This is an optimization exercise on Yosys and OpenROAD, whose aim is small area, a short achievable clock period and few clock cycles per item, not a production implementation.
The RTL was checked by simulation tests, not by an equivalence proof against the original design.
Power and IR drop assume default switching activity.

$ cat flow/run.sh
#!/bin/bash
# synth_recipe.tcl (not shown) runs the flow's synth.tcl, then flattens the netlist and writes it again
# the make line also repeats each setting of config.mk as NAME=value (left out here)
make -C /OpenROAD-flow-scripts/flow DESIGN_CONFIG=/design/flow/config.mk WORK_HOME=/design/flow/orfs CLKGATE_MAP_FILE= SYNTH_SCRIPT=/design/flow/synth_recipe.tcl finish
$ cat flow/config.mk
export PLATFORM = sky130hd
export DESIGN_NAME = integer_to_radix_digits
export DESIGN_NICKNAME = integer_to_radix_digits
export VERILOG_FILES = /design/flow/design.v
export SDC_FILE = /design/flow/constraint.sdc
export NUM_CORES = 4
export LEC_CHECK = 0
export ABC_AREA = 1
export CAP_MARGIN = 20
export CORE_MARGIN = 2
export CORE_UTILIZATION = 40
export SETUP_SLACK_MARGIN = 3.0
export SLEW_MARGIN = 20
$ cat flow/constraint.sdc
create_clock -name core_clock -period 7.0 [get_ports {clk}]
set_input_delay 1.4000 -clock core_clock [delete_from_list [all_inputs] [get_ports {clk}]]
set_output_delay 1.4000 -clock core_clock [all_outputs]
set_load 0.01 [all_outputs]
$ cat flow/design.v
`timescale 1ns / 1ps
package itrd_pkg;
	localparam int DATA_W   = 32;
	localparam int RADIX_W  = 5;
	localparam int CHAR_W   = 7;
	localparam int CFG_W    = 64;
	localparam int CFG_IDX_W = 2;
	localparam logic [CFG_IDX_W-1:0] REG_LENGTH = 2'd0;
	localparam logic [CFG_IDX_W-1:0] REG_LOW    = 2'd1;
	localparam logic [CFG_IDX_W-1:0] REG_HIGH   = 2'd2;
	localparam logic [7:0] CHAR_PLUS  = 8'h2b;
	localparam logic [7:0] CHAR_MINUS = 8'h2d;
	localparam logic [7:0] CHAR_FIRST = 8'd32;
endpackage
`timescale 1ns / 1ps
import itrd_pkg::*;
module itrd_div
#(
	parameter int K = 2
) (
	input  logic [3:0]   rem_i,    
	input  logic [K-1:0] d_i,      
	input  logic         nd16,
	input  logic [3:0]   nd4,
	input  logic [3:0]   m,
	output logic [K-1:0] q_o,      
	output logic [3:0]   rem_o     
);
	function automatic logic ge4f(input logic [3:0] a, input logic [3:0] b);
		logic [3:0] g;
		logic [3:0] e;
		g = a & ~b;
		e = ~(a ^ b);
		ge4f = g[3] | (e[3] & g[2]) | (e[3] & e[2] & g[1]) | (e[3] & e[2] & e[1] & (a[0] | ~b[0]));
	endfunction
	always_comb begin
		logic [3:0] r;
		logic [3:0] t;
		logic [3:0] s;
		logic       q;
		logic       c1;
		logic       c2;
		logic       c3;
		r = rem_i;
		for (int b = K - 1; b >= 0; b--) begin
			t  = {r[2:0], d_i[b]};
			q  = r[3] | (~nd16 & ge4f(t, nd4));
			c1 = t[0] & m[0];
			c2 = (t[1] & m[1]) | (t[1] & t[0] & m[0]) | (m[1] & t[0] & m[0]);
			c3 = (t[2] & m[2]) | (t[2] & t[1] & m[1]) | (t[2] & t[1] & t[0] & m[0]) | (t[2] & m[1] & t[0] & m[0])
			   | (m[2] & t[1] & m[1]) | (m[2] & t[1] & t[0] & m[0]) | (m[2] & m[1] & t[0] & m[0]);
			s[0] = t[0] ^ m[0];
			s[1] = t[1] ^ m[1] ^ c1;
			s[2] = t[2] ^ m[2] ^ c2;
			s[3] = t[3] ^ m[3] ^ c3;
			q_o[b] = q;
			r = q ? s : t;
		end
		rem_o = r;
	end
endmodule
`timescale 1ns / 1ps
import itrd_pkg::*;
module integer_to_radix_digits
#(
	parameter int MAX_ALPHABET = 16
) (
	input  logic                   clk,
	input  logic                   arst_n,
	input  logic                   cfg_we,
	input  logic [CFG_IDX_W-1:0]   cfg_index,
	input  logic [CFG_W-1:0]       cfg_data,
	input  logic                   in_valid,
	output logic                   in_ready,
	input  logic signed [DATA_W-1:0] value,
	output logic                   out_valid,
	input  logic                   out_ready,
	output logic [CHAR_W-1:0]      out_char,
	output logic                   last_char
);
	localparam int K  = 2;                  
	localparam int NV = 2;                  
	localparam int VW = 1;
	localparam int NS = (DATA_W + K - 1) / K;
	localparam int W  = NS * K;
	localparam int S  = 16;                 
	localparam int SW = 4;
	logic [RADIX_W-1:0] alen_q;
	logic               wlo_q;
	logic               whi_q;
	logic [CHAR_W-1:0]  ach_q [16];
	logic [15:0]        badf_q;
	function automatic logic bad_char(input logic [7:0] c);
		bad_char = c[7] || c[6:5] == 2'b00 || c == CHAR_PLUS || c == CHAR_MINUS;
	endfunction
	logic cfg_reg;
	assign cfg_reg = cfg_we && cfg_index != 2'd3;
	always_ff @(posedge clk or negedge arst_n) begin
		if (!arst_n) begin
			alen_q <= '0;
			wlo_q  <= 1'b0;
			whi_q  <= 1'b0;
		end else if (cfg_we) begin
			if (cfg_index == REG_LENGTH)
				alen_q <= cfg_data[RADIX_W-1:0];
			if (cfg_index == REG_LOW)
				wlo_q <= 1'b1;
			if (cfg_index == REG_HIGH)
				whi_q <= 1'b1;
		end
	end
	always_ff @(posedge clk) begin
		if (cfg_we && (cfg_index == REG_LOW || cfg_index == REG_HIGH)) begin
			for (int k = 0; k < 8; k++) begin
				if (cfg_index == REG_LOW) begin
					ach_q[k]  <= cfg_data[8*k +: CHAR_W];
					badf_q[k] <= bad_char(cfg_data[8*k +: 8]);
				end else begin
					ach_q[8+k]  <= cfg_data[8*k +: CHAR_W];
					badf_q[8+k] <= bad_char(cfg_data[8*k +: 8]);
				end
			end
		end
	end
	logic [4:0] nd;          
	logic       r2_q;
	logic       r3_q;
	logic       r4_q;
	logic       nd16_q;      
	logic [3:0] nd4_q;       
	logic [3:0] ndm1_q;      
	logic [3:0] h0_q;        
	logic [3:0] h1_q;        
	logic [3:0] m_q;         
	logic       nd16b_q;
	logic [3:0] nd4b_q;
	logic [3:0] mb_q;
	assign nd = (alen_q == 5'd2 || alen_q == 5'd4) ? 5'd16 : (alen_q == 5'd3) ? 5'd9 : alen_q;
	always_ff @(posedge clk) begin
		r2_q   <= alen_q == 5'd2;
		r3_q   <= alen_q == 5'd3;
		r4_q   <= alen_q == 5'd4;
		nd16_q <= nd == 5'd16;
		nd4_q  <= nd[3:0];
		ndm1_q <= 4'(nd - 5'd1);
		h0_q   <= 4'((nd + 5'd1) >> 1);
		h1_q   <= 4'(nd >> 1);
		m_q    <= 4'(5'd16 - nd);
		nd16b_q <= nd16_q;
		nd4b_q  <= nd4_q;
		mb_q    <= m_q;
	end
	logic [3:0]        asel;
	logic [CHAR_W-1:0] achar;
	assign achar = ach_q[asel];
	logic       chk_busy_q;
	logic       ok_q;
	logic       dup_q;
	logic       scan_q;       
	logic [3:0] ci_q;
	logic       lenok;
	logic       badany;
	logic       dupnow;
	logic       chk_last;
	assign lenok = alen_q >= 5'd2 && alen_q <= 5'(MAX_ALPHABET);
	always_comb begin
		badany = 1'b0;
		for (int i = 0; i < 16; i++)
			if (5'(i) < alen_q && (badf_q[i] || (i < 8 ? !wlo_q : !whi_q)))
				badany = 1'b1;
		dupnow = 1'b0;
		for (int j = 1; j < 16; j++)
			if (4'(j) > ci_q && 5'(j) < alen_q && ach_q[j] == achar)
				dupnow = 1'b1;
	end
	assign chk_last = !lenok || ({1'b0, ci_q} + 5'd2 >= alen_q);
	logic pre_ok;
	logic pre_ok_q;    
	logic flush;
	assign pre_ok = lenok && !badany;
	assign flush  = cfg_reg || (chk_busy_q && !scan_q && (!pre_ok_q || dup_q));
	always_ff @(posedge clk or negedge arst_n) begin
		if (!arst_n) begin
			pre_ok_q <= 1'b0;
		end else begin
			pre_ok_q <= pre_ok;
		end
	end
	always_ff @(posedge clk or negedge arst_n) begin
		if (!arst_n) begin
			chk_busy_q <= 1'b0;
			scan_q     <= 1'b0;
			ok_q       <= 1'b0;
			dup_q      <= 1'b0;
			ci_q       <= '0;
		end else if (cfg_reg) begin
			chk_busy_q <= 1'b1;
			scan_q     <= 1'b1;
			ok_q       <= 1'b0;
			dup_q      <= 1'b0;
			ci_q       <= '0;
		end else if (scan_q) begin
			dup_q <= dup_q || dupnow;
			ci_q  <= ci_q + 4'd1;
			if (chk_last)
				scan_q <= 1'b0;
		end else if (chk_busy_q) begin
			chk_busy_q <= 1'b0;
			ok_q       <= pre_ok_q && !dup_q;
		end
	end
	logic [NV-1:0]      vfull_q;
	logic [VW-1:0]      vfp_q;        
	logic [VW-1:0]      vep_q;        
	logic [NV-1:0]      vent_q;       
	logic               vepv_q;       
	logic [DATA_W-1:0]  vcap_q [NV];  
	logic [NV-1:0]      vneg_q;       
	logic [W-1:0]       uext   [NV];
	logic [W-1:0]       uent;
	logic [NS-1:0]      unz;
	logic [NS-1:0]      utop;         
	for (genvar v = 0; v < NV; v++) begin : g_vx
		assign uext[v] = W'(vcap_q[v]);
	end
	assign uent   = uext[vep_q];
	assign vepv_q = vfull_q[vep_q] && !vent_q[vep_q];
	always_comb begin
		logic seen;
		for (int c = 0; c < NS; c++)
			unz[c] = |uent[c*K +: K];
		seen = 1'b0;
		for (int c = NS - 1; c >= 1; c--) begin
			utop[c] = unz[c] && !seen;
			seen    = seen || unz[c];
		end
		utop[0] = !seen;
	end
	logic [NS-1:0] sv_q;             
	logic [NS-1:0] sf_q;             
	logic [VW-1:0] svi_q  [NS];      
	logic [NS-1:0] snz_q;            
	logic [3:0]    srem_q [NS];
	logic [3:0]    srem   [NS];      
	logic [NS-1:0] snz;
	logic [K-1:0]  x_q    [NS];      
	logic [K-1:0]  dch  [NS];
	logic [K-1:0]  qch  [NS];
	logic [3:0]    rout [NS];
	logic [NS-1:0] qnz;
	logic [NS-1:0] trig;             
	logic [NS-1:0] mv;               
	logic [NS-1:0] entc;
	logic [NS-1:0] enty;
	logic [NS-1:0] infa;             
	logic [NS-1:0] free_ge;
	logic          ev_q;
	logic          ef_q;
	logic          eneg_q;
	logic          edone_q;
	logic [3:0]    er_q;
	logic          carry_q;
	logic          curneg_q;
	logic          gstall;
	logic          cin0;
	logic          cont0;
	logic          cin_m1;
	logic [4:0]    sum_m1;
	logic          cout_m1;
	logic [3:0]    dig_m1;
	logic          vneg_m1;
	function automatic logic ge4(input logic [3:0] a, input logic [3:0] b);
		logic [3:0] g;
		logic [3:0] e;
		g = a & ~b;
		e = ~(a ^ b);
		ge4 = g[3] | (e[3] & g[2]) | (e[3] & e[2] & g[1]) | (e[3] & e[2] & e[1] & (a[0] | ~b[0]));
	endfunction
	logic [NS-1:0] qlow;             
	logic [NS-1:0] remhi;            
	for (genvar c = 0; c < NS; c++) begin : g_se
		if (c == NS - 1) begin : g_top
			assign srem[c] = '0;
			assign snz[c]  = 1'b0;
		end else begin : g_mid
			assign srem[c] = srem_q[c];
			assign snz[c]  = snz_q[c];
		end
	end
	for (genvar c = 0; c < NS; c++) begin : g_st
		assign dch[c] = x_q[c];
		itrd_div #(.K(K)) u_div (
			.rem_i (srem[c]),
			.d_i   (dch[c]),
			.nd16  (c < NS / 2 ? nd16_q : nd16b_q),
			.nd4   (c < NS / 2 ? nd4_q  : nd4b_q),
			.m     (c < NS / 2 ? m_q    : mb_q),
			.q_o   (qch[c]),
			.rem_o (rout[c])
		);
		assign remhi[c] = srem[c][3] || srem[c][2];
		assign qlow[c]  = c < NS / 2 ? (!nd16_q && ge4({srem[c][1:0], dch[c]}, nd4_q))
		                             : (!nd16b_q && ge4({srem[c][1:0], dch[c]}, nd4b_q));
		assign qnz[c]   = remhi[c] || qlow[c];
	end
	assign cin_m1  = ef_q ? eneg_q : carry_q;
	assign cout_m1 = ev_q && cin_m1 && er_q == ndm1_q;
	always_comb begin
		sum_m1 = '0;
		if (!cout_m1) begin
			sum_m1[0] = er_q[0] ^ cin_m1;
			sum_m1[1] = er_q[1] ^ (er_q[0] & cin_m1);
			sum_m1[2] = er_q[2] ^ (er_q[1] & er_q[0] & cin_m1);
			sum_m1[3] = er_q[3] ^ (er_q[2] & er_q[1] & er_q[0] & cin_m1);
		end
	end
	assign dig_m1  = sum_m1[3:0];
	assign vneg_m1 = ef_q ? eneg_q : curneg_q;
	logic          sgn_q;          
	logic          esign;          
	logic          pneg;           
	assign pneg = vneg_m1 && !sgn_q;
	logic vneg0;
	assign vneg0   = vneg_q[svi_q[0]];
	assign cin0    = sf_q[0] ? vneg0 : cout_m1;
	assign cont0   = qnz[0] || (cin0 && !remhi[0] && {srem[0][1:0], dch[0]} == ndm1_q);
	always_comb begin
		logic any;
		for (int c = 1; c < NS; c++)
			trig[c] = sv_q[c] && !snz[c] && qnz[c];
		trig[0] = sv_q[0] && !snz[0] && cont0;
		begin
			logic [NS-1:0] bg;
			logic [NS-1:0] bp;
			logic [NS-1:0] ng;
			logic [NS-1:0] np;
			bg = sv_q & trig;
			bp = sv_q & ~trig;
			for (int d = 1; d < NS; d = d * 2) begin
				for (int c = 0; c < NS; c++) begin
					if (c >= d) begin
						ng[c] = bg[c] | (bp[c] & bg[c-d]);
						np[c] = bp[c] & bp[c-d];
					end else begin
						ng[c] = bg[c];
						np[c] = bp[c];
					end
				end
				bg = ng;
				bp = np;
			end
			mv[0] = !gstall;
			for (int c = 1; c < NS; c++)
				mv[c] = !gstall && !bg[c-1];
		end
		any = 1'b0;
		for (int c = NS - 1; c >= 0; c--) begin
			any        = any || sv_q[c];
			free_ge[c] = !any;
		end
		for (int c = 0; c < NS; c++) begin
			entc[c] = trig[c] && mv[c];
			enty[c] = vepv_q && utop[c] && free_ge[c] && !gstall;
			infa[c] = (c < NS - 1) ? (sv_q[(c+1) % NS] && mv[(c+1) % NS]) : 1'b0;
		end
	end
	always_ff @(posedge clk or negedge arst_n) begin
		if (!arst_n) begin
			sv_q <= '0;
		end else if (flush) begin
			sv_q <= '0;
		end else begin
			for (int c = 0; c < NS; c++)
				sv_q[c] <= entc[c] || enty[c] || infa[c] || (sv_q[c] && !mv[c]);
		end
	end
	always_ff @(posedge clk) begin
		for (int c = 0; c < NS; c++) begin
			if (enty[c])
				x_q[c] <= uent[c*K +: K];
			else if (infa[c] && sf_q[(c+1) % NS])
				x_q[c] <= uext[svi_q[(c+1) % NS]][c*K +: K];
			else if (mv[c])
				x_q[c] <= qch[c];
			if (entc[c] || enty[c]) begin
				sf_q[c]   <= enty[c];
				svi_q[c]  <= vep_q;
				snz_q[c]  <= 1'b0;
				srem_q[c] <= '0;
			end else if (infa[c]) begin
				sf_q[c]   <= sf_q[(c+1) % NS];
				svi_q[c]  <= svi_q[(c+1) % NS];
				snz_q[c]  <= snz[(c+1) % NS] || qnz[(c+1) % NS];
				srem_q[c] <= rout[(c+1) % NS];
			end
		end
	end
	logic [3:0]    buf_q [S];
	logic [SW-1:0] wp_q;
	logic [1:0]    qn_q;
	logic [SW-1:0] qtop_q [2];
	logic          qneg_q [2];
	logic [1:0]    qst_q  [2];
	logic          m1_go;           
	logic          push;
	logic [1:0]    st_m1;
	always_comb begin
		st_m1 = 2'd0;
		if (r2_q)
			st_m1 = dig_m1[3] ? 2'd3 : dig_m1[2] ? 2'd2 : dig_m1[1] ? 2'd1 : 2'd0;
		else if (r4_q)
			st_m1 = (dig_m1[3] || dig_m1[2]) ? 2'd1 : 2'd0;
		else if (r3_q)
			st_m1 = (dig_m1 >= 4'd3) ? 2'd1 : 2'd0;
	end
	logic [SW-1:0] ob;
	assign ob     = busy_q ? base_q : nb_q;
	assign gstall = ev_q && (SW'(wp_q + SW'(1)) == ob || (edone_q && qn_q == 2'd2));
	assign m1_go  = ev_q && !gstall;
	assign push   = m1_go && edone_q;
	always_ff @(posedge clk or negedge arst_n) begin
		if (!arst_n) begin
			ev_q <= 1'b0;
		end else if (flush) begin
			ev_q <= 1'b0;
		end else if (!gstall) begin
			ev_q <= sv_q[0];
		end
	end
	always_ff @(posedge clk) begin
		if (!gstall) begin
			ef_q    <= sf_q[0];
			eneg_q  <= vneg0;
			er_q    <= rout[0];
			edone_q <= !snz_q[0] && !cont0;
		end
		if (m1_go) begin
			carry_q  <= cout_m1;
			curneg_q <= vneg_m1;
			buf_q[wp_q] <= dig_m1;
		end
	end
	always_ff @(posedge clk or negedge arst_n) begin
		if (!arst_n)
			sgn_q <= 1'b0;
		else if (flush || push)
			sgn_q <= 1'b0;
		else if (esign)
			sgn_q <= 1'b1;
	end
	logic vrel;      
	logic accept;
	logic vtake;     
	assign vrel     = sv_q[0] && sf_q[0] && mv[0];
	assign vtake    = chk_busy_q || ok_q;
	assign in_ready = !vtake || !vfull_q[vfp_q];
	assign accept   = in_valid && in_ready;
	always_ff @(posedge clk or negedge arst_n) begin
		if (!arst_n) begin
			vfull_q <= '0;
			vent_q  <= '0;
			vfp_q   <= '0;
			vep_q   <= '0;
		end else if (flush) begin
			vfull_q <= '0;
			vent_q  <= '0;
			vfp_q   <= '0;
			vep_q   <= '0;
		end else begin
			if (vrel)
				vfull_q[svi_q[0]] <= 1'b0;
			if (|enty) begin
				vent_q[vep_q] <= 1'b1;
				vep_q         <= VW'(vep_q + VW'(1));
			end
			if (accept && vtake) begin
				vfull_q[vfp_q] <= 1'b1;
				vent_q[vfp_q]  <= 1'b0;
				vfp_q          <= VW'(vfp_q + VW'(1));
			end
		end
	end
	always_ff @(posedge clk) begin
		if (accept)
			vcap_q[vfp_q] <= value ^ {DATA_W{value[DATA_W-1]}};
		if (accept)
			vneg_q[vfp_q] <= value[DATA_W-1];
	end
	logic          busy_q;
	logic [SW-1:0] rp_q;
	logic [SW-1:0] base_q;
	logic [SW-1:0] nb_q;
	logic [1:0]    sub_q;
	logic          spend_q;
	logic          dv_q;
	logic          dminus_q;
	logic [3:0]    dd_q;
	logic          dlast_q;
	logic          out_valid_q;
	logic [CHAR_W-1:0] out_char_q;
	logic          last_q;
	logic          out_free;
	logic          d_free;
	logic          e_go;
	logic [3:0]    ent;
	logic [3:0]    edig;
	logic          at_base;
	logic          seg_end;
	logic [1:0]    spe;
	logic          load_q0;        
	logic          load_push;      
	logic          pop;
	assign out_free = !out_valid_q || out_ready;
	assign d_free   = !dv_q || out_free;
	assign e_go     = busy_q && d_free && ok_q;
	assign esign    = !busy_q && qn_q == 2'd0 && ev_q && pneg && d_free && ok_q;
	assign ent      = buf_q[rp_q];
	assign at_base  = rp_q == base_q;
	assign spe      = r2_q ? 2'd3 : (r4_q || r3_q) ? 2'd1 : 2'd0;
	assign seg_end  = e_go && !spend_q && sub_q == 2'd0 && at_base;
	always_comb begin
		if (r2_q)
			edig = {3'd0, ent[sub_q]};
		else if (r4_q)
			edig = {2'd0, ent[{sub_q[0], 1'b0} +: 2]};
		else if (r3_q) begin
			logic [1:0] hi;
			logic [1:0] lo;
			case (ent)
				4'd0:    begin hi = 2'd0; lo = 2'd0; end
				4'd1:    begin hi = 2'd0; lo = 2'd1; end
				4'd2:    begin hi = 2'd0; lo = 2'd2; end
				4'd3:    begin hi = 2'd1; lo = 2'd0; end
				4'd4:    begin hi = 2'd1; lo = 2'd1; end
				4'd5:    begin hi = 2'd1; lo = 2'd2; end
				4'd6:    begin hi = 2'd2; lo = 2'd0; end
				4'd7:    begin hi = 2'd2; lo = 2'd1; end
				default: begin hi = 2'd2; lo = 2'd2; end
			endcase
			edig = {2'd0, sub_q[0] ? hi : lo};
		end
		else
			edig = ent;
	end
	assign load_q0   = (!busy_q || seg_end) && qn_q != 2'd0;
	assign load_push = (!busy_q || seg_end) && qn_q == 2'd0 && push;
	assign pop       = load_q0;
	logic [SW-1:0] ld_top;
	logic          ld_neg;
	logic [1:0]    ld_st;
	assign ld_top = load_q0 ? qtop_q[0] : wp_q;
	assign ld_neg = load_q0 ? qneg_q[0] : (pneg && !esign);
	assign ld_st  = load_q0 ? qst_q[0]  : st_m1;
	always_ff @(posedge clk or negedge arst_n) begin
		if (!arst_n) begin
			wp_q    <= '0;
			qn_q    <= '0;
			busy_q  <= 1'b0;
			nb_q    <= '0;
			dv_q    <= 1'b0;
			out_valid_q <= 1'b0;
		end else if (flush) begin
			wp_q    <= '0;
			qn_q    <= '0;
			busy_q  <= 1'b0;
			nb_q    <= '0;
			dv_q    <= 1'b0;
			if (out_free)
				out_valid_q <= dv_q;
		end else begin
			if (m1_go)
				wp_q <= SW'(wp_q + SW'(1));
			begin
				logic push_q;
				push_q = push && !load_push;
				case ({push_q, pop})
					2'b10: qn_q <= qn_q + 2'd1;
					2'b01: qn_q <= qn_q - 2'd1;
					default: ;
				endcase
			end
			if (load_q0 || load_push) begin
				busy_q <= 1'b1;
				nb_q   <= SW'(ld_top + SW'(1));
			end else if (seg_end) begin
				busy_q <= 1'b0;
			end
			if (d_free)
				dv_q <= e_go || esign;
			if (out_free)
				out_valid_q <= dv_q;
		end
	end
	always_ff @(posedge clk) begin
		begin
			logic push_q;
			push_q = push && !load_push;
			if (pop) begin
				qtop_q[0] <= qtop_q[1];
				qneg_q[0] <= qneg_q[1];
				qst_q[0]  <= qst_q[1];
			end
			if (push_q) begin
				if (qn_q == 2'd0 || (qn_q == 2'd1 && pop)) begin
					qtop_q[0] <= wp_q;
					qneg_q[0] <= pneg && !esign;
					qst_q[0]  <= st_m1;
				end else begin
					qtop_q[1] <= wp_q;
					qneg_q[1] <= pneg && !esign;
					qst_q[1]  <= st_m1;
				end
			end
		end
		if (load_q0 || load_push) begin
			rp_q     <= ld_top;
			sub_q    <= ld_st;
			spend_q  <= ld_neg;
			base_q   <= nb_q;
		end else if (e_go) begin
			if (spend_q) begin
				spend_q <= 1'b0;
			end else if (sub_q != 2'd0) begin
				sub_q <= sub_q - 2'd1;
			end else if (!at_base) begin
				rp_q  <= SW'(rp_q - SW'(1));
				sub_q <= spe;
			end
		end
		if (esign) begin
			dminus_q <= 1'b1;
			dlast_q  <= 1'b0;
		end
		if (d_free && e_go) begin
			dminus_q <= spend_q;
			dd_q     <= edig;
			dlast_q  <= !spend_q && sub_q == 2'd0 && at_base;
		end
		if (out_free && dv_q) begin
			out_char_q <= dminus_q ? CHAR_MINUS[CHAR_W-1:0] : achar;
			last_q     <= dlast_q;
		end
	end
	assign asel = scan_q ? ci_q : dd_q;
	assign out_valid = out_valid_q;
	assign out_char  = out_char_q;
	assign last_char = last_q;
endmodule
==> results.cfg, run 1 <==
[run_status]
status = no timing/DRC/antenna violations

[power_and_ir_drop]
power.total_uw = 16950
power_frac_clock_pct = 18.9
comb_power_share_pct = 52.9
power_density_nw_per_um2 = 426.1
power_leakage_uw = 0.01840
seqPwrFrac_pct = 28.2
vdd_drop_max_v = 0.0002594
p_int_uw = 9324
swShare_pct = 45.00
power.switching_uw = 7627

[logic_synthesis]
synth_top_family_by_area = simple AND/OR/NAND/NOR gates
synth_xor_area_share_pct = 3.903
syn-cell-area_um2 = 35240
ys_ff_latch = 523
synth_edf_count = 361
ys.flop_type = edfxtp_1
synth.distinct_cells = 58
synth_area_per_cell_um2 = 7.929
synthAdderAreaFrac_pct = 10.44
synth_compound_area_share_pct = 11.97
synth-seq-area-share_pct = 40.72
ys_async_sr_fraction_pct = 10.13
synth_warnings = 24
syn_inst = 4444
yosys.area_share.simple_pct = 24.72
syn_nets = 4841
muxShareOfSynthArea_pct = 0.5682

[route]
wirelength_mm = 101.9
post-route-drc-count = 0
firstDrtPassIters = 6
vias = 30291
routedWlPerCell_um = 17.65
ant_nets = 0
viasPerCell = 5.247
drtIter0Drc = 2615

[critical_path]
cp-start-kind = flip-flop
slowest_stage = or2_1
max_stage_delay_ns = 0.72
cp-end-kind = flip-flop
path_buf_inv = 2
cpLargestDelayFamily = simple AND/OR/NAND/NOR gates
cp_data_arrival_time_ns = 4.43
worstPathRequired_ns = 7.54
critical_path_class = flip-flop to flip-flop
crit_chain = inv_4 -> nand2_2 -> nand2_4 -> nor2_2 -> buf_4 -> nand2_2 -> or2_1 -> o21ai_4 -> nor2_1 -> nor2_1 -> nand2_1 -> nor2_1 -> nor2_1 -> nand2_1 -> nor2_1 -> nand3_1 -> nand3_1 -> nand2_1
crit_path_frequent_cell = nor2_1
worstPathMaxFanout = 22

[timing]
post-route-min-period_ns = 3.886
tightest_slew_ns = 0.9650
fin_ws_ns = 3.114
skew_ns = 0.04706
fin_crit_sh_pct = 55.51
hold_violations = 0
rsz0062_at_grt = no
setup_violations = 0
fin_setup_tns_ns = 0
relSlewSlack_pct = 35.27
fmax_mhz = 257.4
drv_slew = 0

[finish]
drive_gt1_share_pct = 6.042
diodes = 0
area_growth_pct = 12.91
nets = 4968

[floorplanning]
floorplan.initialDensity_pct = 40.49
die_w_um = 300.8
fp.dieH_um = 300.8
io_pins = 113
dieArea_um2 = 90480
rows = 108
core_area_um2 = 87020

[place]
place_congestion = 0.9487
post-place-ws_ns = 2.345
io_buffers = 112
place_hpwl_mm = 72.99

[cts]
cts.sinks = 523
path_clk_slew_ns = 0.07
htreeDepth = 2
cts_buffers = 57
cts_buffer_depth = 3
cts_tree = yes
root_buffer = clkbuf_16
clock_latency_ns = 0.65

[grt]
grt_max_degree = 65
grt_first_pass_wirelength_mm = 158.3
grt_pass1_vias = 28324
grt_overflow_total = 0
grt_usage_pct = 22.17
antenna_found_initial = 0

[run]
max-cap-violations = 0

[worst_hold_path]
min_path_type = flip-flop to flip-flop
cells by family (layout without fill, tap and decap cells):
family	Yosys count	count (layout)
AO/OA/AOI/OAI	744	744
XOR/XNOR	157	157
adder cells (fa/ha/maj)	294	294
buffers and inverters	679	851
flip-flops	523	523
multiplexers	20	20
AND/OR/NAND/NOR	2027	2029
flip-flops by register name, indices dropped and copies added, names as in the netlist, 4 cells and up, named ones only:
signal      count
alen_q          5
qtop_q          8
mb_q            4
srem_q         60
m_q             4
buf_q          64
wp_q            4
sf_q           16
ndm1_q          4
nb_q            4
er_q            4
dd_q            4
svi_q          16
out_char_q      7
sv_q           16
ach_q         112
badf_q         16
qst_q           4
rp_q            4
base_q          4
snz            15
x_q            32
ci_q            4
vcap_q         62
synth_stat cells, types with 21 or more instances:
library cell | instances | share of area (%)
nand2_1 | 1101 | 12
inv_1 | 561 | 6.0
nor2_1 | 366 | 3.9
edfxtp_1 | 361 | 31
nand3_1 | 342 | 4.9
o21ai_0 | 331 | 4.7
ha_1 | 294 | 10
a21oi_1 | 212 | 3.0
xor2_1 | 112 | 2.8
dfxtp_1 | 109 | 6.2
o211ai_1 | 76 | 1.6
nand3b_1 | 54 | 1.2
dfrtp_1 | 53 | 3.8
clkbuf_1 | 45 | 0.48
xnor2_1 | 45 | 1.1
nand4_1 | 39 | 0.69
or2_2 | 28 | 0.50
buf_2 | 27 | 0.38
nor3_1 | 27 | 0.38
o21a_1 | 22 | 0.47
a31oi_1 | 21 | 0.37
routing by layer:
| layer | vias up | track usage (%) | share of wire, % |
|---|---|---|---|
| li1 | 15130 | - | - |
| met1 | 14040 | 30.79 | 46 |
| met2 | 922 | 35.06 | 44 |
| met3 | 199 | 3.052 | 6.4 |
| met4 | 0 | 8.375 | 3.7 |
| met5 | - | 0 | 0 |
placed cells by master, fill, tap and decap left out, drive strengths merged, types with 40 or more instances in the layout:
master         instances
a21oi                212
buf                   54
clkbuf                77
clkdlybuf4s50        110
dfrtp                 53
dfxtp                109
edfxtp               361
ha                   294
inv                  580
nand2               1126
nand3                346
nand3b                54
nand4                 40
nor2                 394
o211ai                76
o21ai                351
xnor2                 45
xor2                 112
final timing paths:
check                                 start            endpoint  slack [ns]  cells past startpoint
min reg2reg                nd4_q[3]$_DFF_P_   nd4b_q[3]$_DFF_P_        0.35                      0
min in group asynchronous            arst_n  sv_q[11]$_DFF_PN0_        0.96                      2
max in group asynchronous            arst_n   vep_q$_DFFE_PN0P_        5.42                      2
max reg2reg                scan_q$_DFF_PN0_   dup_q$_DFFE_PN0P_        3.11                     18
min                        nd4_q[3]$_DFF_P_   nd4b_q[3]$_DFF_P_        0.35                      0
max                        scan_q$_DFF_PN0_   dup_q$_DFFE_PN0P_        3.11                     18
timing repair:
item	CTS	global route
hold buffers	0	0
pin swaps	0	6
setup endpoints to repair	4	116
gates resized for setup	3	30
buffers inserted	0	24
cloned	0	2
power by group through the flow:
stage / Clock (uW) / Combinational (uW) / Sequential (uW)
after floorplan: 0 / 6780 / 4590
after global placement: 0 / 8560 / 4840
after detailed placement: 0 / 8730 / 4830
after CTS: 3240 / 8790 / 4780
after global routing: 3360 / 10300 / 4880
final: 3200 / 8970 / 4780
per-stage QoR:
stage	area (um^2)	utilization (%)	instances	hold WS [ns]
floorplan	35240	-	4444	0.3308
global placement	37510	43.10	5640	0.3375
detailed placement	37510	43.10	5640	0.3366
CTS	39490	45.38	5746	0.3467
global route	39780	45.72	5773	0.3624
finish	39780	45.72	5773	0.3484
area by class of cell:
class | instances | area, um^2
Tap cell | 1155 | 1445
Clock buffer | 77 | 1563
Clock inverter | 29 | 410.4
Multi-Input combinational cell | 3244 | 18270
Timing Repair Buffer | 164 | 1548
Fill cell | 8692 | 47240
Inverter | 581 | 2196
Sequential cell | 523 | 14360
Testbench counts, summed over its fixed seeds: cycles 10,277, values 960.
==> inputs of run 2 (changes only) <==
--- a/flow/config.mk
+++ b/flow/config.mk
@@ -5,7 +5,6 @@
 export SDC_FILE = /design/flow/constraint.sdc
 export NUM_CORES = 4
 export LEC_CHECK = 0
-export ABC_AREA = 1
 export CAP_MARGIN = 20
 export CORE_MARGIN = 2
 export CORE_UTILIZATION = 40
==> run 2 against run 1 <==
Against the previous run: register-to-register slack got worse by 0.11 ns; die area decreased by 3.0%; area after synthesis is 3.1% lower; worst setup slack worse by 0.11 ns; flip-flop and latch count did not move; clock power is 2% lower; sequential power grew 5.9%; sequential share of layout area decreased by 0.33 points.
==> results.cfg, run 2 <==
[route]
ant_nets = 0
post-route-drc-count = 0
vias = 26472
firstDrtPassIters = 6
routedWlPerCell_um = 20.85
viasPerCell = 5.577
drtIter0Drc = 2029
wirelength_mm = 98.96

[timing]
tightest_slew_ns = 1.056
rsz0062_at_grt = yes
fmax_mhz = 250.1
drv_slew = 0
setup_violations = 0
fin_crit_sh_pct = 57.12
fin_setup_tns_ns = 0
hold_ws_ns = 0.4110
hold_violations = 0
post-route-min-period_ns = 3.998
skew_ns = 0.04159
relSlewSlack_pct = 29.61

[finish]
final_core_util_pct = 47.41
area_growth_pct = 17.81
drive_gt1_share_pct = 14.85
final_common_cell = edfxtp_1
reg.largest.list = ach_q: 112 flops, buf_q: 64 flops, vcap_q: 62 flops
mostFrequentLayoutCells = 361 x edfxtp_1, 293 x ha_1, 264 x nor2_1, 246 x nand2_1, 189 x a21oi_1
nets = 3950
finalNonFillerCells = 4747
largest_reg_flops = 112
regMostFlops = ach_q

[floorplanning]
floorplan.initialDensity_pct = 40.24
dieArea_um2 = 87740
fp.dieH_um = 296.2
io_pins = 113
rows = 107
core_area_um2 = 84880
die_w_um = 296.2

[cts]
clock_latency_ns = 0.64
cts_tree = yes
path_clk_slew_ns = 0.06
cts_hold_buf = 0
cts_buffer_depth = 3
root_buffer = clkbuf_16
cts_buffers = 58
cts.sinks = 523
htreeDepth = 2

[place]
io_buffers = 112
place_congestion = 0.9499
dp.cells = 4544
place_hpwl_mm = 70.28

[logic_synthesis]
ys.flop_type = edfxtp_1
synthTopCellsByArea = edfxtp_1 32%, ha_1 11%, dfxtp_1 6.4%, dfrtp_1 3.9%, xnor2_1 3.6%
synth.distinct_cells = 108
yosys.area.top_type = edfxtp_1
synth_edf_count = 361
synth_area_per_cell_um2 = 10.18
ys_async_sr_fraction_pct = 10.13
synth-seq-area-share_pct = 42.01
syn_inst = 3355
ys_ff_latch = 523
synth_common_cells = 361 x edfxtp_1, 294 x ha_1, 281 x nor2_1
yosysMostFrequentCell = edfxtp_1
synth_top_cell_area_share_pct = 31.74
syn-cell-area_um2 = 34160
syn_nets = 3752
synth_warnings = 24

[run]
max-cap-violations = 0

[critical_path]
cp_data_arrival_time_ns = 4.44
cp-start-kind = flip-flop
critical_path_class = flip-flop to flip-flop
cp-end-kind = flip-flop
worstPathMaxFanout = 8
worstPathRequired_ns = 7.45

[power_and_ir_drop]
power_leakage_uw = 0.01579
vdd_drop_max_v = 0.0002452
power_density_nw_per_um2 = 464.1
power.total_uw = 18680

[grt]
met2_usage_pct = 36.89
grt_usage_pct = 22.18
grt_pass1_vias = 25439
grt_first_pass_wirelength_mm = 150.9
busiest_layer = met2
met1_usage_pct = 29.27
antenna_found_initial = 1
grt_overflow_total = 0
grt_max_degree = 66
met3_usage_pct = 2.863

[run_status]
status = no timing/DRC/antenna violations

[worst_hold_path]
min_path_type = flip-flop to flip-flop
-- run 2: cell count changes in the layout (fill, tap and decap cells not counted), moves of 29 or more --
cell	previous run	this run
nor2b_1	0	66
nand2_1	1098	246
xnor2_1	45	142
nand3b_1	54	12
nor3_1	27	56
nand3_1	342	68
inv_1	554	137
nand2b_1	0	59
o21ai_0	327	173
buf_4	43	127
nor2_1	358	264
o21a_1	22	66
mux2i_1	20	101
mux2_2	0	77
-- run 2: path summary, 6_finish.rpt --
check,start,to,slack [ns],cells after the start
max reg2reg,nd4_q[1]$_DFF_P_,x_q[14][1]$_DFFE_PP_,3.00,15
max in group asynchronous,arst_n,ci_q[3]$_DFFE_PN0P_,5.27,2
min reg2reg,nd4_q[2]$_DFF_P_,nd4b_q[2]$_DFF_P_,0.41,0
min in group asynchronous,arst_n,sv_q[5]$_DFF_PN0_,0.65,1
max,nd4_q[1]$_DFF_P_,x_q[14][1]$_DFFE_PP_,3.00,15
min,nd4_q[2]$_DFF_P_,nd4b_q[2]$_DFF_P_,0.41,0
-- run 2: area by class of cell --
type	instances	area (um^2)
antenna	1	2.502
clock buffer	75	1619
fill	7949	44640
sequential	523	14390
clock inverter	34	345.3
multi-input combinational	2565	19490
timing repair buffer	257	2377
tap	1144	1431
timing repair inverter	1	7.507
inverter	147	580.6
-- run 2: timing repair --
action | in CTS | in global routing
cloned | 1 | 0
pin swaps | 25 | 23
resized for setup | 89 | 92
endpoints found under the setup margin | 204 | 154
buffers inserted | 54 | 38
-- run 2: where the power goes --
group / internal [uW] / total [uW] / switching (uW) / leakage, uW
clock: 1820 / 3130 / 1310 / 0.000955
sequential: 4170 / 5060 / 890 / 0.00498
combinational: 4750 / 10500 / 5730 / 0.00985
-- run 2: per-layer routing --
metal,share of wire [%],vias to the layer above
li1,-,12746
met1,44,12759
met2,47,763
met3,4.9,204
met4,4.2,0
met5,0,-
-- run 2: cells by family after synthesis --
family	synth area share [%]
XOR/XNOR	7.246
multiplexers	7.378
AND/OR/NAND/NOR	14.03
adder cells (fa/ha/maj)	10.92
buffers and inverters	3.121
AO/OA/AOI/OAI	15.30
flip-flops	42.01
-- run 2: metrics by stage --
stage	cell area (um^2)	worst slack, ns
2_1_floorplan	34220	2.916
3_3_place_gp	36670	1.977
3_5_place_dp	36670	1.861
4_1_cts	39550	2.894
5_1_grt	40240	2.872
6_report	40240	3.002
-- run 2: worst max-delay path, cell delays in order (launching register included) --
cell and delay [ns]:
dfxtp_4 0.37, clkinvlp_4 0.16, ha_4 0.24, nor2b_4 0.12, o2111a_1 0.25, or4_4 0.45, o221ai_4 0.22, o221ai_4 0.17
or4b_4 0.59, a31o_4 0.31, buf_12 0.15, a21oi_4 0.11, o211ai_1 0.09, buf_4 0.19, o21a_1 0.17, o31ai_1 0.24
==> inputs of run 3 (changes only) <==
--- a/flow/config.mk
+++ b/flow/config.mk
@@ -5,8 +5,10 @@
 export SDC_FILE = /design/flow/constraint.sdc
 export NUM_CORES = 4
 export LEC_CHECK = 0
+export ABC_AREA = 1
 export CAP_MARGIN = 20
 export CORE_MARGIN = 2
-export CORE_UTILIZATION = 40
+export CORE_UTILIZATION = 60
+export PLACE_DENSITY = 0.75
 export SETUP_SLACK_MARGIN = 3.0
 export SLEW_MARGIN = 20
==> run 3 against run 2 <==
Against the previous run: still clean; flip-flop and latch count did not move; non-clock buffer count fell by 99; synthesized cell count rose by 32%; total power fell by 8.7%; routed wire length rose by 0.53%; count of clock-buffer cells in the layout fell by 4; critical path type unchanged; critical endpoint is now dup_q$_DFFE_PN0P_; largest cell class unchanged.
==> results.cfg, run 3 <==
[critical_path]
rrSetupSlack_ns = 3.13
cp-end-kind = flip-flop
reg2regPathDepth = 21
crit_path_frequent_cell = nand2_1
worstReg2RegStart = scan_q$_DFF_PN0_
path_depth = 21
cp-endpoint = dup_q$_DFFE_PN0P_
path_buf_inv = 3
critical_path_class = flip-flop to flip-flop
cpLargestDelayFamily = simple AND/OR/NAND/NOR gates
crit_chain = inv_4 -> nand2_1 -> nand2_1 -> nand2_2 -> inv_2 -> nand3_1 -> nand2_1 -> nor2_1 -> nand2_1 -> o21ai_4 -> inv_1 -> nor2_1 -> nor2_1 -> nand2_1 -> nor2_1 -> nor2_1 -> nand2_1 -> nor2_1 -> nand3_1 -> nand3_1 -> nand2_1
slowest_stage = o21ai_4
cp-start-kind = flip-flop
cp_data_arrival_time_ns = 4.39
timing.rr.end = dup_q$_DFFE_PN0P_
max_stage_delay_ns = 0.58
crit_start = scan_q$_DFF_PN0_
worstPathRequired_ns = 7.52
worstPathMaxFanout = 18

[route]
routedWlPerCell_um = 18.49
wirelength_mm = 99.48
post-route-drc-count = 0
ant_nets = 0
drtIter0Drc = 3010
firstDrtPassIters = 6
vias = 31265
viasPerCell = 5.812

[floorplanning]
floorplan.initialDensity_pct = 60.84
core_area_um2 = 57920
fp.dieH_um = 246.3
dieArea_um2 = 60680
die_w_um = 246.3
io_pins = 113
rows = 88

[grt]
grt_first_pass_wirelength_mm = 154.0
grt_usage_pct = 32.28
grt_max_degree = 65
grt_pass1_vias = 28919
grt_overflow_total = 0
antenna_found_initial = 0

[run_status]
status = no timing/DRC/antenna violations

[cts]
path_clk_slew_ns = 0.07
cts_tree = yes
cts_hold_buf = 0
clock_latency_ns = 0.63
htreeDepth = 2
cts.sinks = 523
root_buffer = clkbuf_16
cts_buffers = 56
cts_buffer_depth = 3

[timing]
relSlewSlack_pct = 25.06
hold_violations = 0
setup_violations = 0
skew_ns = 0.02426
post-route-min-period_ns = 3.871
fin_setup_tns_ns = 0
fmax_mhz = 258.3
rsz0062_at_grt = yes
fin_crit_sh_pct = 55.30
drv_slew = 0
tightest_slew_ns = 1.123

[finish]
finalNonFillerCells = 5379
reg.largest.list = ach_q: 112 flops, buf_q: 64 flops, vcap_q: 62 flops
final_common_cell = nand2_1
area_growth_pct = 11.68
nFillCells = 4876
diodes = 0
final_core_util_pct = 67.94
drive_gt1_share_pct = 6.524
mostFrequentLayoutCells = 1088 x nand2_1, 556 x inv_1, 361 x edfxtp_1, 356 x nor2_1, 340 x nand3_1
largest_reg_flops = 112
nets = 4963
regMostFlops = ach_q
regArea_um2 = 14360
multi_input_area_um2 = 18340

[logic_synthesis]
syn_nets = 4841
ys.flop_type = edfxtp_1
synth_top_cell_area_share_pct = 30.77
syn-cell-area_um2 = 35240
synth-seq-area-share_pct = 40.72
synthTopCellsByArea = edfxtp_1 31%, nand2_1 12%, ha_1 10%, dfxtp_1 6.2%, inv_1 6.0%
synth_edf_count = 361
synth_warnings = 24
ys_async_sr_fraction_pct = 10.13
ys_ff_latch = 523
synth_common_cells = 1101 x nand2_1, 561 x inv_1, 366 x nor2_1
synth.distinct_cells = 58
yosys.area.top_type = edfxtp_1
yosysMostFrequentCell = nand2_1
synth_area_per_cell_um2 = 7.929
syn_inst = 4444

[power_and_ir_drop]
power_density_nw_per_um2 = 433.4
vdd_drop_max_v = 0.0002979
power_leakage_uw = 0.01837

[place]
io_buffers = 112
dp.cells = 5248
place_hpwl_mm = 70.47
place_congestion = 1.020

[worst_hold_path]
min_path_type = flip-flop to flip-flop

[run]
max-cap-violations = 0
[run 3: changes by cell type after synthesis, sizes merged, moves of 90 or more]
cell / before / now
nand3: 73 / 346
xnor2: 142 / 45
nor2: 282 / 392
nand2: 254 / 1126
inv: 146 / 579
o21ai: 200 / 351
mux2i: 110 / 20
[run 3: repair_timing]
item                                    in CTS  in global routing
setup buffers                                0                 21
pin swaps                                    0                  5
endpoints found under the setup margin       7                165
gates cloned                                 0                  4
endpoints found under the hold margin        0                  0
resized for setup                            3                 54
[run 3: power by group]
part	internal [uW]	leakage, uW	total [uW]	switching (uW)
registers	4120	0.00497	4810	682
clock network	1890	0.000967	3200	1310
logic	3280	0.0124	9050	5770
total	9290	0.0184	17100	7760
[run 3: worst min-delay path by stage]
stage | from | endpoint | slack [ns] | depth (start not counted)
after floorplan | nd16_q$_DFF_P_ | nd16b_q$_DFF_P_ | 0.33 | 0
after global placement | nd4_q[2]$_DFF_P_ | nd4b_q[2]$_DFF_P_ | 0.34 | 0
after detailed placement | nd4_q[3]$_DFF_P_ | nd4b_q[3]$_DFF_P_ | 0.34 | 0
after CTS | nd4_q[2]$_DFF_P_ | nd4b_q[2]$_DFF_P_ | 0.35 | 0
after global routing | nd4_q[3]$_DFF_P_ | nd4b_q[3]$_DFF_P_ | 0.36 | 0
final | nd4_q[3]$_DFF_P_ | nd4b_q[3]$_DFF_P_ | 0.35 | 0
[run 3: cell families (layout without fill, tap and decap cells)]
| group | after synthesis | after routing | synth area share [%] |
|---|---|---|---|
| xor gates and xnor gates | 157 | 157 | 3.903 |
| buffers and inverters | 679 | 846 | 7.674 |
| muxes | 20 | 20 | 0.5682 |
| AOI/OAI and AO/OA | 744 | 744 | 11.97 |
| adders and majority gates | 294 | 294 | 10.44 |
| DFF | 523 | 523 | 40.72 |
| and+or+nand+nor | 2027 | 2030 | 24.72 |
[run 3: worst register-to-register path: stages, from the launching register on]
cell and delay, ns:
dfrtp_1 0.57, inv_4 0.16, nand2_1 0.11, nand2_1 0.20
nand2_2 0.20, inv_2 0.18, nand3_1 0.15, nand2_1 0.08
nor2_1 0.17, nand2_1 0.14, o21ai_4 0.58, inv_1 0.25
nor2_1 0.15, nor2_1 0.06, nand2_1 0.06, nor2_1 0.05
nor2_1 0.11, nand2_1 0.07, nor2_1 0.16, nand3_1 0.15
nand3_1 0.10, nand2_1 0.05
[run 3: metrics by stage]
stage	cell area (um^2)	hold slack, ns	worst slack (ns)	power [uW]
2_1_floorplan	35240	0.3308	3.166	11360
3_3_place_gp	37010	0.3352	2.497	13260
3_5_place_dp	37010	0.3412	2.408	13520
4_1_cts	39010	0.3528	3.023	16800
5_1_grt	39350	0.3612	2.905	18510
6_report	39350	0.3545	3.129	17050
[run 3: area by class of cell]
class / count / share of cell area [%]
Tap cell: 765 / 2.433
Timing Repair Buffer: 158 / 3.771
Timing Repair inverter: 1 / 0.01908
Clock inverter: 35 / 1.002
Multi-Input combinational cell: 3245 / 46.62
Clock buffer: 71 / 4.073
Sequential cell: 523 / 36.50
Inverter: 581 / 5.587
[run 3: metal layers]
metal / track usage (%) / wire (um) / up-vias
met3: 5.153 / 8909 / 257
met4: 11.66 / 3617 / 0
met1: 44.33 / 42360 / 14513
met5: 0 / 0 / -
li1: - / - / 15124
met2: 51.69 / 44590 / 1371
==> inputs of run 4 (changes only) <==
--- a/flow/config.mk
+++ b/flow/config.mk
@@ -8,7 +8,6 @@
 export ABC_AREA = 1
 export CAP_MARGIN = 20
 export CORE_MARGIN = 2
-export CORE_UTILIZATION = 60
-export PLACE_DENSITY = 0.75
-export SETUP_SLACK_MARGIN = 3.0
+export CORE_UTILIZATION = 50
+export SETUP_SLACK_MARGIN = 3.9
 export SLEW_MARGIN = 20
==> run 4 against run 3 <==
Against the previous run: critical path depth up 2; largest power group unchanged; highest routed layer unchanged; area after synthesis unchanged; worst setup slack better by 0.48 ns; non-clock buffer count up 389; maximum frequency up 14%; utilization down 0.96 points; total power up 29%; critical path type unchanged; still clean on timing, DRC and antenna; largest cell class unchanged; clock skew down 0.0026 ns.
==> results.cfg, run 4 <==
[timing]
skew_ns = 0.02161
hold_violations = 0
hold_ws_ns = 0.3494
drv_slew = 0
setup_violations = 0
fin_setup_tns_ns = 0
post-route-min-period_ns = 3.394
tightest_slew_ns = 0.9107
fin_crit_sh_pct = 48.49
fmax_mhz = 294.6
rsz0062_at_grt = yes
relSlewSlack_pct = 39.22

[run_status]
status = no timing/DRC/antenna violations

[finish]
drive_gt1_share_pct = 25.64
final_common_cell = nand2_1
mostFrequentLayoutCells = 933 x nand2_1, 477 x inv_1, 361 x edfxtp_1, 313 x buf_4, 278 x nand3_1
largest_reg_flops = 112
nets = 5362
final_core_util_pct = 66.98
regMostFlops = ach_q
diodes = 0
nFillCells = 5748
reg.largest.list = ach_q: 112 flops, buf_q: 64 flops, vcap_q: 62 flops
finalNonFillerCells = 5956
area_growth_pct = 32.89

[critical_path]
slowest_stage = dfxtp_2
crit_chain = clkinvlp_4 -> buf_12 -> buf_6 -> buf_8 -> ha_1 -> nand4_1 -> nand3_1 -> nand2_1 -> nand3_2 -> nand3_4 -> nand2_4 -> inv_1 -> nand2_2 -> inv_1 -> nand2_2 -> inv_1 -> nand2_1 -> nand3_1 -> nand3b_1 -> buf_6 -> nor2_4 -> nand2_2 -> nand3_2
max_stage_delay_ns = 0.35
worstPathMaxFanout = 5
rrSetupSlack_ns = 3.61
timing.rr.end = x_q[12][1]$_DFFE_PP_
cp-end-kind = flip-flop
worstPathRequired_ns = 7.36
worstReg2RegStart = nd4b_q[1]$_DFF_P_
critical_path_class = flip-flop to flip-flop
cp-start-kind = flip-flop
cp_data_arrival_time_ns = 3.75
reg2regPathDepth = 23

[grt]
grt_first_pass_wirelength_mm = 172.6
grt_usage_pct = 29.99
grt_overflow_total = 0
grt_pass1_vias = 30462
grt_max_degree = 58
antenna_found_initial = 1

[route]
firstDrtPassIters = 7
routedWlPerCell_um = 19.72
ant_nets = 0
post-route-drc-count = 0
wirelength_mm = 117.4
drtIter0Drc = 3121
vias = 33397
viasPerCell = 5.607

[logic_synthesis]
synth_xor_area_share_pct = 3.903
synthAdderAreaFrac_pct = 10.44
synthTopCellsByArea = edfxtp_1 31%, nand2_1 12%, ha_1 10%, dfxtp_1 6.2%, inv_1 6.0%
synth_area_per_cell_um2 = 7.929
syn-cell-area_um2 = 35240
syn_inst = 4444
ys_ff_latch = 523
yosys.area.top_type = edfxtp_1
synth_compound_area_share_pct = 11.97
synth_top_cell_area_share_pct = 30.77
yosys.area_share.simple_pct = 24.72
muxShareOfSynthArea_pct = 0.5682
synth_edf_count = 361
synth_warnings = 24
synth-seq-area-share_pct = 40.72
synth_common_cells = 1101 x nand2_1, 561 x inv_1, 366 x nor2_1
synth.distinct_cells = 58
ys.flop_type = edfxtp_1
synth_top_family_by_area = simple AND/OR/NAND/NOR gates
yosysMostFrequentCell = nand2_1
syn_nets = 4841
ys_async_sr_fraction_pct = 10.13

[floorplanning]
floorplan.initialDensity_pct = 50.40
io_pins = 113
rows = 97
die_w_um = 269.5
fp.dieH_um = 269.5
dieArea_um2 = 72610
core_area_um2 = 69910

[place]
place_congestion = 0.9598
io_buffers = 112
dp.cells = 5426
place_hpwl_mm = 73.57

[run]
max-cap-violations = 0

[cts]
cts_buffer_depth = 3
htreeDepth = 2
path_clk_slew_ns = 0.06
cts_hold_buf = 0
cts_tree = yes
cts.sinks = 523
cts_buffers = 59
root_buffer = clkbuf_16
clock_latency_ns = 0.65

[worst_hold_path]
min_path_type = flip-flop to flip-flop
hold_depth = 0
min_to = nd4b_q[1]$_DFF_P_
hold_start = nd4_q[1]$_DFF_P_

[power_and_ir_drop]
power_leakage_uw = 0.02117
power_density_nw_per_um2 = 470.3
vdd_drop_max_v = 0.0002965
run 4: changes by cell type in the layout (fill, tap and decap cells not counted), moves of 57 or more:
cell	previous run	this run
o21ai_1	22	81
nor2_4	14	71
nand2_1	1088	933
o21ai_0	322	196
nor2_1	356	277
buf_4	42	313
a21oi_1	208	145
nand3_1	340	278
buf_6	2	76
nand2_4	6	67
inv_1	556	477
nand2_2	31	119
a21oi_2	4	61
run 4: critical path: cells and delay by family, from the launching register on:
| family | cells | cell delay [ns] |
|---|---|---|
| flip-flops | 1 | 0.35 |
| adder cells (fa/ha/maj) | 1 | 0.27 |
| AND/OR/NAND/NOR | 14 | 1.55 |
| buffers and inverters | 8 | 0.91 |
run 4: layout make-up:
class | instances | area [um^2] | area share (%)
Timing Repair inverter | 2 | 13.76 | 0.02939
Multi-Input combinational cell | 3251 | 21670 | 46.28
Inverter | 581 | 2351 | 5.021
Timing Repair Buffer | 547 | 5313 | 11.35
Clock inverter | 28 | 230.2 | 0.4917
Tap cell | 940 | 1176 | 2.512
Clock buffer | 84 | 1692 | 3.613
Sequential cell | 523 | 14380 | 30.71
run 4: kinds of logic after synthesis:
kind of cell	count (synthesis)
xor+xnor	157
simple gates	2027
flops	523
compound gates	744
fa+ha+maj	294
buf+inv	679
mux	20
run 4: repair_timing:
item / in CTS / in global routing
hold endpoints to repair: 0 / 0
pin swaps: 199 / 256
gates cloned: 9 / 13
setup endpoints to repair: 303 / 349
buffers inserted: 211 / 185
resized for setup: 494 / 609
run 4: how the worst max path moves through the flow:
stage | start | cells past startpoint | to
after floorplan | nd4b_q[3]$_DFF_P_ | 19 | x_q[9][0]$_DFFE_PP_
after global placement | scan_q$_DFF_PN0_ | 18 | dup_q$_DFFE_PN0P_
after detailed placement | nd4_q[3]$_DFF_P_ | 16 | x_q[12][1]$_DFFE_PP_
after CTS | nd4b_q[1]$_DFF_P_ | 22 | x_q[9][0]$_DFFE_PP_
after global routing | nd4_q[3]$_DFF_P_ | 22 | srem_q[6][3]$_SDFFE_PP0P_
final | nd4b_q[1]$_DFF_P_ | 23 | x_q[12][1]$_DFFE_PP_
run 4: where the power goes:
group	switching [uW]	internal [uW]	total, uW	leakage, uW
sequential	737	4130	4870	0.00496
clock	1290	1780	3080	0.000931
combinational	7860	6210	14100	0.0153
run 4: through the flow:
| stage | total power (uW) | instance area [um^2] | setup WS [ns] |
|---|---|---|---|
| 2_1_floorplan | 11450 | 35380 | 3.825 |
| 3_3_place_gp | 13600 | 37370 | 2.844 |
| 3_5_place_dp | 13700 | 37370 | 2.774 |
| 4_1_cts | 19200 | 42850 | 3.733 |
| 5_1_grt | 23630 | 46820 | 3.413 |
| 6_report | 22020 | 46820 | 3.606 |
run 4: metal layers:
layer,share of wire (%),GRT usage (%)
met1,42,41.47
met2,46,48.51
met3,7.9,4.515
met4,4.2,9.313
met5,0,0
==> inputs of run 5 (changes only) <==
--- a/flow/config.mk
+++ b/flow/config.mk
@@ -9,5 +9,5 @@
 export CAP_MARGIN = 20
 export CORE_MARGIN = 2
 export CORE_UTILIZATION = 50
-export SETUP_SLACK_MARGIN = 3.9
+export SETUP_SLACK_MARGIN = 3.75
 export SLEW_MARGIN = 20
==> run 5 against run 4 <==
Against the previous run: count of clock-buffer cells in the layout shrank 6; critical path type unchanged; combinational power shrank 18%; final area shrank 7.0%.
==> results.cfg, run 5 <==
[run_status]
status = no timing/DRC/antenna violations

[critical_path]
cp_data_arrival_time_ns = 3.82
cp-end-kind = flip-flop
crit_start = ci_q[1]$_DFFE_PN0P_
critical_path_class = flip-flop to flip-flop
rrSetupSlack_ns = 3.74
crit_chain = inv_4 -> nand2_1 -> nand2_4 -> nand2_4 -> inv_2 -> nand3_1 -> nand2_1 -> nor2_1 -> nand2_1 -> inv_1 -> nand2_4 -> buf_4 -> nand3b_1 -> nand2_1 -> nor2_1 -> nand2_1 -> nor2_1 -> nor2_1 -> nand2_1 -> nor2_1 -> nand3_1 -> nand3_1 -> nand2_1
reg2regPathDepth = 23
worstPathMaxFanout = 14
slowest_stage = dfrtp_1
timing.rr.end = dup_q$_DFFE_PN0P_
worstReg2RegStart = ci_q[1]$_DFFE_PN0P_
max_stage_delay_ns = 0.49
cp-start-kind = flip-flop
worstPathRequired_ns = 7.56
crit_path_frequent_cell = nand2_1

[logic_synthesis]
syn-cell-area_um2 = 35240
synth_common_cells = 1101 x nand2_1, 561 x inv_1, 366 x nor2_1
synth.distinct_cells = 58
synth_area_per_cell_um2 = 7.929
yosysMostFrequentCell = nand2_1
synth_warnings = 24
syn_nets = 4841
ys_async_sr_fraction_pct = 10.13
syn_inst = 4444
ys.flop_type = edfxtp_1
yosys.area.top_type = edfxtp_1
synth_edf_count = 361
synthTopCellsByArea = edfxtp_1 31%, nand2_1 12%, ha_1 10%, dfxtp_1 6.2%, inv_1 6.0%
synth_top_cell_area_share_pct = 30.77
ys_ff_latch = 523
synth-seq-area-share_pct = 40.72

[route]
firstDrtPassIters = 6
routedWlPerCell_um = 19.06
wirelength_mm = 110.0
drtIter0Drc = 2750
ant_nets = 0
vias = 31833
post-route-drc-count = 0
viasPerCell = 5.517

[grt]
met1_usage_pct = 40.51
grt_max_degree = 65
met3_usage_pct = 4.738
met2_usage_pct = 44.99
grt_overflow_total = 0
antenna_found_initial = 0
grt_usage_pct = 28.75
grt_first_pass_wirelength_mm = 165.2
busiest_layer = met2
grt_pass1_vias = 29203

[cts]
root_buffer = clkbuf_16
clock_latency_ns = 0.67
cts.sinks = 523
path_clk_slew_ns = 0.06
htreeDepth = 2
cts_buffer_depth = 3
cts_hold_buf = 0
cts_tree = yes
cts_buffers = 59

[worst_hold_path]
hold_start = nd4_q[1]$_DFF_P_
min_path_type = flip-flop to flip-flop
hold_depth = 0
min_to = nd4b_q[1]$_DFF_P_

[timing]
fin_crit_sh_pct = 46.63
hold_ws_ns = 0.3507
post-route-min-period_ns = 3.264
fin_setup_tns_ns = 0
rsz0062_at_grt = yes
tightest_slew_ns = 0.9595
relSlewSlack_pct = 35.64
hold_violations = 0
drv_slew = 0
fmax_mhz = 306.3
setup_violations = 0
skew_ns = 0.05803

[finish]
largest_reg_flops = 112
reg.largest.list = ach_q: 112 flops, buf_q: 64 flops, vcap_q: 62 flops
final_common_cell = nand2_1
drive_gt1_share_pct = 18.05
regMostFlops = ach_q
nets = 5177
diodes = 0
area_growth_pct = 23.61
mostFrequentLayoutCells = 1003 x nand2_1, 495 x inv_1, 361 x edfxtp_1, 312 x nor2_1, 308 x nand3_1

[floorplanning]
dieArea_um2 = 72610
floorplan.initialDensity_pct = 50.40
fp.dieH_um = 269.5
core_area_um2 = 69910
rows = 97
io_pins = 113
die_w_um = 269.5

[run]
max-cap-violations = 0

[place]
io_buffers = 112
place_hpwl_mm = 73.13
place_congestion = 0.9589

[power_and_ir_drop]
power_leakage_uw = 0.01980
vdd_drop_max_v = 0.0002918
power_density_nw_per_um2 = 450.5
## run 5: changes by cell type in the layout (fill, tap and decap cells not counted), sizes merged, moves of 2 or more
cell / delta
buf: -174
clkbuf: -9
bufbuf: -3
inv: +3
nand2: -3
clkinv: +2
clkinvlp: -2
## run 5: metrics by stage
| stage | power (uW) | utilization, % | cells | cell area [um^2] | worst slack, ns |
|---|---|---|---|---|---|
| 6_report | 19620 | 62.30 | 5770 | 43560 | 3.736 |
| 5_1_grt | 21230 | 62.30 | 5770 | 43560 | 3.611 |
| 4_1_cts | 17880 | 58.47 | 5646 | 40880 | 3.690 |
| 3_5_place_dp | 13620 | 53.29 | 5423 | 37250 | 2.456 |
| 3_3_place_gp | 13520 | 53.29 | 5423 | 37250 | 2.518 |
| 2_1_floorplan | 11390 | - | 4444 | 35280 | 3.729 |
## run 5: area by class of cell
type	instances	area (um^2)
inverters	581	2282
well taps	940	1176
multi-input cells	3247	20260
fillers	6252	26350
repair inverters	1	7.507
clock buffers	78	1702
repair buffers	367	3416
flip-flops and latches	523	14380
clock inverters	33	332.8
## run 5: worst max-delay path by stage
stage	depth (start not counted)	slack (ns)	end
3_3_place_gp	18	2.52	nb_q[3]$_DFFE_PN0P_
6_report	23	3.74	dup_q$_DFFE_PN0P_
3_5_place_dp	18	2.46	flip-flop
5_1_grt	20	3.61	srem_q[3][1]$_SDFFE_PP0P_
2_1_floorplan	14	3.73	x_q[6][0]$_DFFE_PP_
4_1_cts	20	3.69	srem_q[7][0]$_SDFFE_PP0P_
## run 5: cells by family (layout without fill, tap and decap cells)
logic type | Yosys count | in the layout | synth area share (%)
simple gates | 2027 | 2032 | 24.72
compound gates | 744 | 744 | 11.97
buf+inv | 679 | 1060 | 7.674
flops | 523 | 523 | 40.72
fa+ha+maj | 294 | 294 | 10.44
xor+xnor | 157 | 157 | 3.903
mux | 20 | 20 | 0.5682
## run 5: per-layer routing
metal | part of all wire, % | wire (um)
met1 | 44 | 48650
met4 | 3.5 | 3860
met5 | 0 | 0
met2 | 45 | 49180
met3 | 7.5 | 8277
## run 5: timing repair
item	in CTS	in global routing
gates resized for setup	223	444
pin swaps	56	161
setup endpoints to repair	249	246
cloned	6	4
setup buffers	106	120
## run 5: power by group
group	total [uW]	internal (uW)	switching (uW)	leakage (uW)
Sequential	4880	4130	753	0.00497
Combinational	11500	4830	6710	0.0138
Clock	3210	1860	1350	0.000992
Total	19600	10800	8800	0.0198
## run 5: worst max-delay path: cells and delay by family, from the launching register on
| family | cells | cell delay [ns] |
|---|---|---|
| buffers and inverters | 4 | 0.69 |
| and+or+nand+nor | 19 | 1.95 |
| DFF | 1 | 0.49 |
==> inputs of run 6 (changes only) <==
--- a/flow/config.mk
+++ b/flow/config.mk
@@ -9,5 +9,5 @@
 export CAP_MARGIN = 20
 export CORE_MARGIN = 2
 export CORE_UTILIZATION = 50
-export SETUP_SLACK_MARGIN = 3.75
+export SETUP_SLACK_MARGIN = 3.45
 export SLEW_MARGIN = 20
==> run 6 against run 5 <==
Against the previous run: still clean; maximum frequency decreased by 4.6%; critical path depth decreased by 1; count of clock-buffer cells in the layout increased by 2; cell count decreased by 2.7%; global-route usage decreased by 1.0 points; critical endpoint unchanged; largest power group unchanged.
==> results.cfg, run 6 <==
[finish]
finalNonFillerCells = 5614
final_common_cell = nand2_1
mostFrequentLayoutCells = 1068 x nand2_1, 546 x inv_1, 361 x edfxtp_1, 344 x nor2_1, 338 x nand3_1
nets = 5022
diodes = 0
regMostFlops = ach_q
largest_reg_flops = 112
drive_gt1_share_pct = 8.922

[floorplanning]
dieArea_um2 = 72610
fp.dieH_um = 269.5
die_w_um = 269.5
io_pins = 113
core_area_um2 = 69910

[logic_synthesis]
syn_nets = 4841
ys_async_sr_fraction_pct = 10.13
ys_ff_latch = 523
synth_top_cell_area_share_pct = 30.77
synth_warnings = 24
synth.distinct_cells = 58
ys.flop_type = edfxtp_1
syn_inst = 4444
syn-cell-area_um2 = 35240
synthTopCellsByArea = edfxtp_1 31%, nand2_1 12%, ha_1 10%, dfxtp_1 6.2%, inv_1 6.0%
yosysMostFrequentCell = nand2_1
synth_edf_count = 361
synth_area_per_cell_um2 = 7.929
synth_common_cells = 1101 x nand2_1, 561 x inv_1, 366 x nor2_1

[route]
viasPerCell = 5.482
drtIter0Drc = 2647
post-route-drc-count = 0
firstDrtPassIters = 6
vias = 30777

[cts]
clock_latency_ns = 0.65
cts_buffers = 58
path_clk_slew_ns = 0.06
htreeDepth = 2
root_buffer = clkbuf_16
cts_hold_buf = 0
cts.sinks = 523
cts_buffer_depth = 3
cts_tree = yes

[critical_path]
cp-start-kind = flip-flop
worstReg2RegStart = ci_q[1]$_DFFE_PN0P_
timing.rr.end = dup_q$_DFFE_PN0P_
reg2regPathDepth = 22
critical_path_class = flip-flop to flip-flop
worstPathMaxFanout = 14
worstPathRequired_ns = 7.54

[power_and_ir_drop]
power_density_nw_per_um2 = 433.8
power_leakage_uw = 0.01871
vdd_drop_max_v = 0.0002422

[timing]
rsz0062_at_grt = yes
post-route-min-period_ns = 3.420
relSlewSlack_pct = 29.20
drv_slew = 0
skew_ns = 0.02124
fmax_mhz = 292.4

[grt]
antenna_found_initial = 1
grt_first_pass_wirelength_mm = 159.7
grt_overflow_total = 0
grt_usage_pct = 27.70
grt_max_degree = 65
grt_pass1_vias = 28451

[worst_hold_path]
min_to = nd4b_q[1]$_DFF_P_
min_path_type = flip-flop to flip-flop
hold_start = nd4_q[1]$_DFF_P_

[run]
max-cap-violations = 0

[run_status]
status = no timing/DRC/antenna violations

[place]
io_buffers = 112
place_congestion = 0.9499
place_hpwl_mm = 73.10
run 6: cell types whose count changed in the layout (fill, tap and decap cells not counted), moves of 25 or more:
cell,change
buf_4,-129
nand2_4,-26
inv_1,+51
nand2_2,-35
nor2_1,+32
nand2_1,+65
inv_2,-37
ha_4,-33
a21oi_2,-28
o21ai_2,-25
ha_1,+32
nand3_1,+30
o21ai_0,+52
a21oi_1,+33
run 6: kinds of logic (layout without fill, tap and decap cells):
family | count (synthesis) | after routing | share of synthesized area (%)
AO/OA/AOI/OAI | 744 | 744 | 11.97
XOR/XNOR | 157 | 157 | 3.903
adder cells (fa/ha/maj) | 294 | 294 | 10.44
buffers and inverters | 679 | 906 | 7.674
flip-flops | 523 | 523 | 40.72
multiplexers | 20 | 20 | 0.5682
AND/OR/NAND/NOR | 2027 | 2030 | 24.72
run 6: stage by stage:
stage | cell area (um^2) | setup WS, ns | power, uW | utilization (%) | hold WS [ns]
after floorplan | 35240 | 3.591 | 11360 | - | 0.3308
after global placement | 37250 | 2.470 | 13460 | 53.29 | 0.3452
after detailed placement | 37250 | 2.418 | 13580 | 53.29 | 0.3441
after CTS | 39440 | 3.435 | 16880 | 56.42 | 0.3559
after global routing | 40350 | 3.327 | 19090 | 57.71 | 0.3642
final | 40350 | 3.580 | 17500 | 57.71 | 0.3566
run 6: layout make-up:
| cell class | instances | area (um^2) | area share, % |
|---|---|---|---|
| timing repair buffer | 216 | 2036 | 5.046 |
| inverter | 581 | 2211 | 5.480 |
| tap | 940 | 1176 | 2.915 |
| clock inverter | 29 | 322.8 | 0.8001 |
| sequential | 523 | 14360 | 35.60 |
| multi-input combinational | 3245 | 18650 | 46.21 |
| clock buffer | 80 | 1594 | 3.951 |
run 6: where the power goes:
group / internal, uW / switching, uW
clock network: 1780 / 1330
registers: 4120 / 664
logic: 3660 / 5940
run 6: worst max-delay path: stages (launching register included):
cell,delay (ns)
dfrtp_1,0.47
inv_1,0.30
nand2_1,0.15
nand2_4,0.17
nand2_4,0.10
inv_2,0.25
nand3_1,0.21
nand2_1,0.12
nor2_1,0.04
nand2_1,0.14
inv_1,0.07
nand2_2,0.24
nand3b_1,0.14
nand2_1,0.09
nor2_1,0.04
nand2_1,0.05
nor2_1,0.05
nor2_1,0.16
nand2_1,0.07
nor2_1,0.18
nand3_1,0.14
nand3_1,0.10
nand2_1,0.05
run 6: repair_timing:
action	CTS	global route
gates cloned	2	1
setup endpoints to repair	181	219
pin swaps	8	31
setup buffers	16	59
hold endpoints to repair	0	0
gates resized for setup	39	154
run 6: metal layers:
metal | part of all wire (%) | routed length, um | GRT usage [%] | vias to the layer above
li1 | - | - | - | 15246
met1 | 46 | 47340 | 39.28 | 14276
met2 | 44 | 46110 | 43.67 | 1073
met3 | 7.2 | 7454 | 4.141 | 182
met4 | 2.9 | 3049 | 8.655 | 0
met5 | 0 | 0 | 0 | -
run 6: how the worst max path moves through the flow:
| stage | startpoint | slack (ns) | end | cells past startpoint |
|---|---|---|---|---|
| 2_1_floorplan | cfg_index[1] | 3.59 | ach_q[0][0]$_DFFE_PP_ | 4 |
| 3_3_place_gp | out_ready | 2.47 | nb_q[3]$_DFFE_PN0P_ | 18 |
| 3_5_place_dp | out_ready | 2.42 | nb_q[3]$_DFFE_PN0P_ | 18 |
| 4_1_cts | nd4_q[3]$_DFF_P_ | 3.43 | x_q[12][0]$_DFFE_PP_ | 17 |
| 5_1_grt | nd4b_q[3]$_DFF_P_ | 3.33 | x_q[8][0]$_DFFE_PP_ | 20 |
| 6_report | ci_q[1]$_DFFE_PN0P_ | 3.58 | dup_q$_DFFE_PN0P_ | 22 |
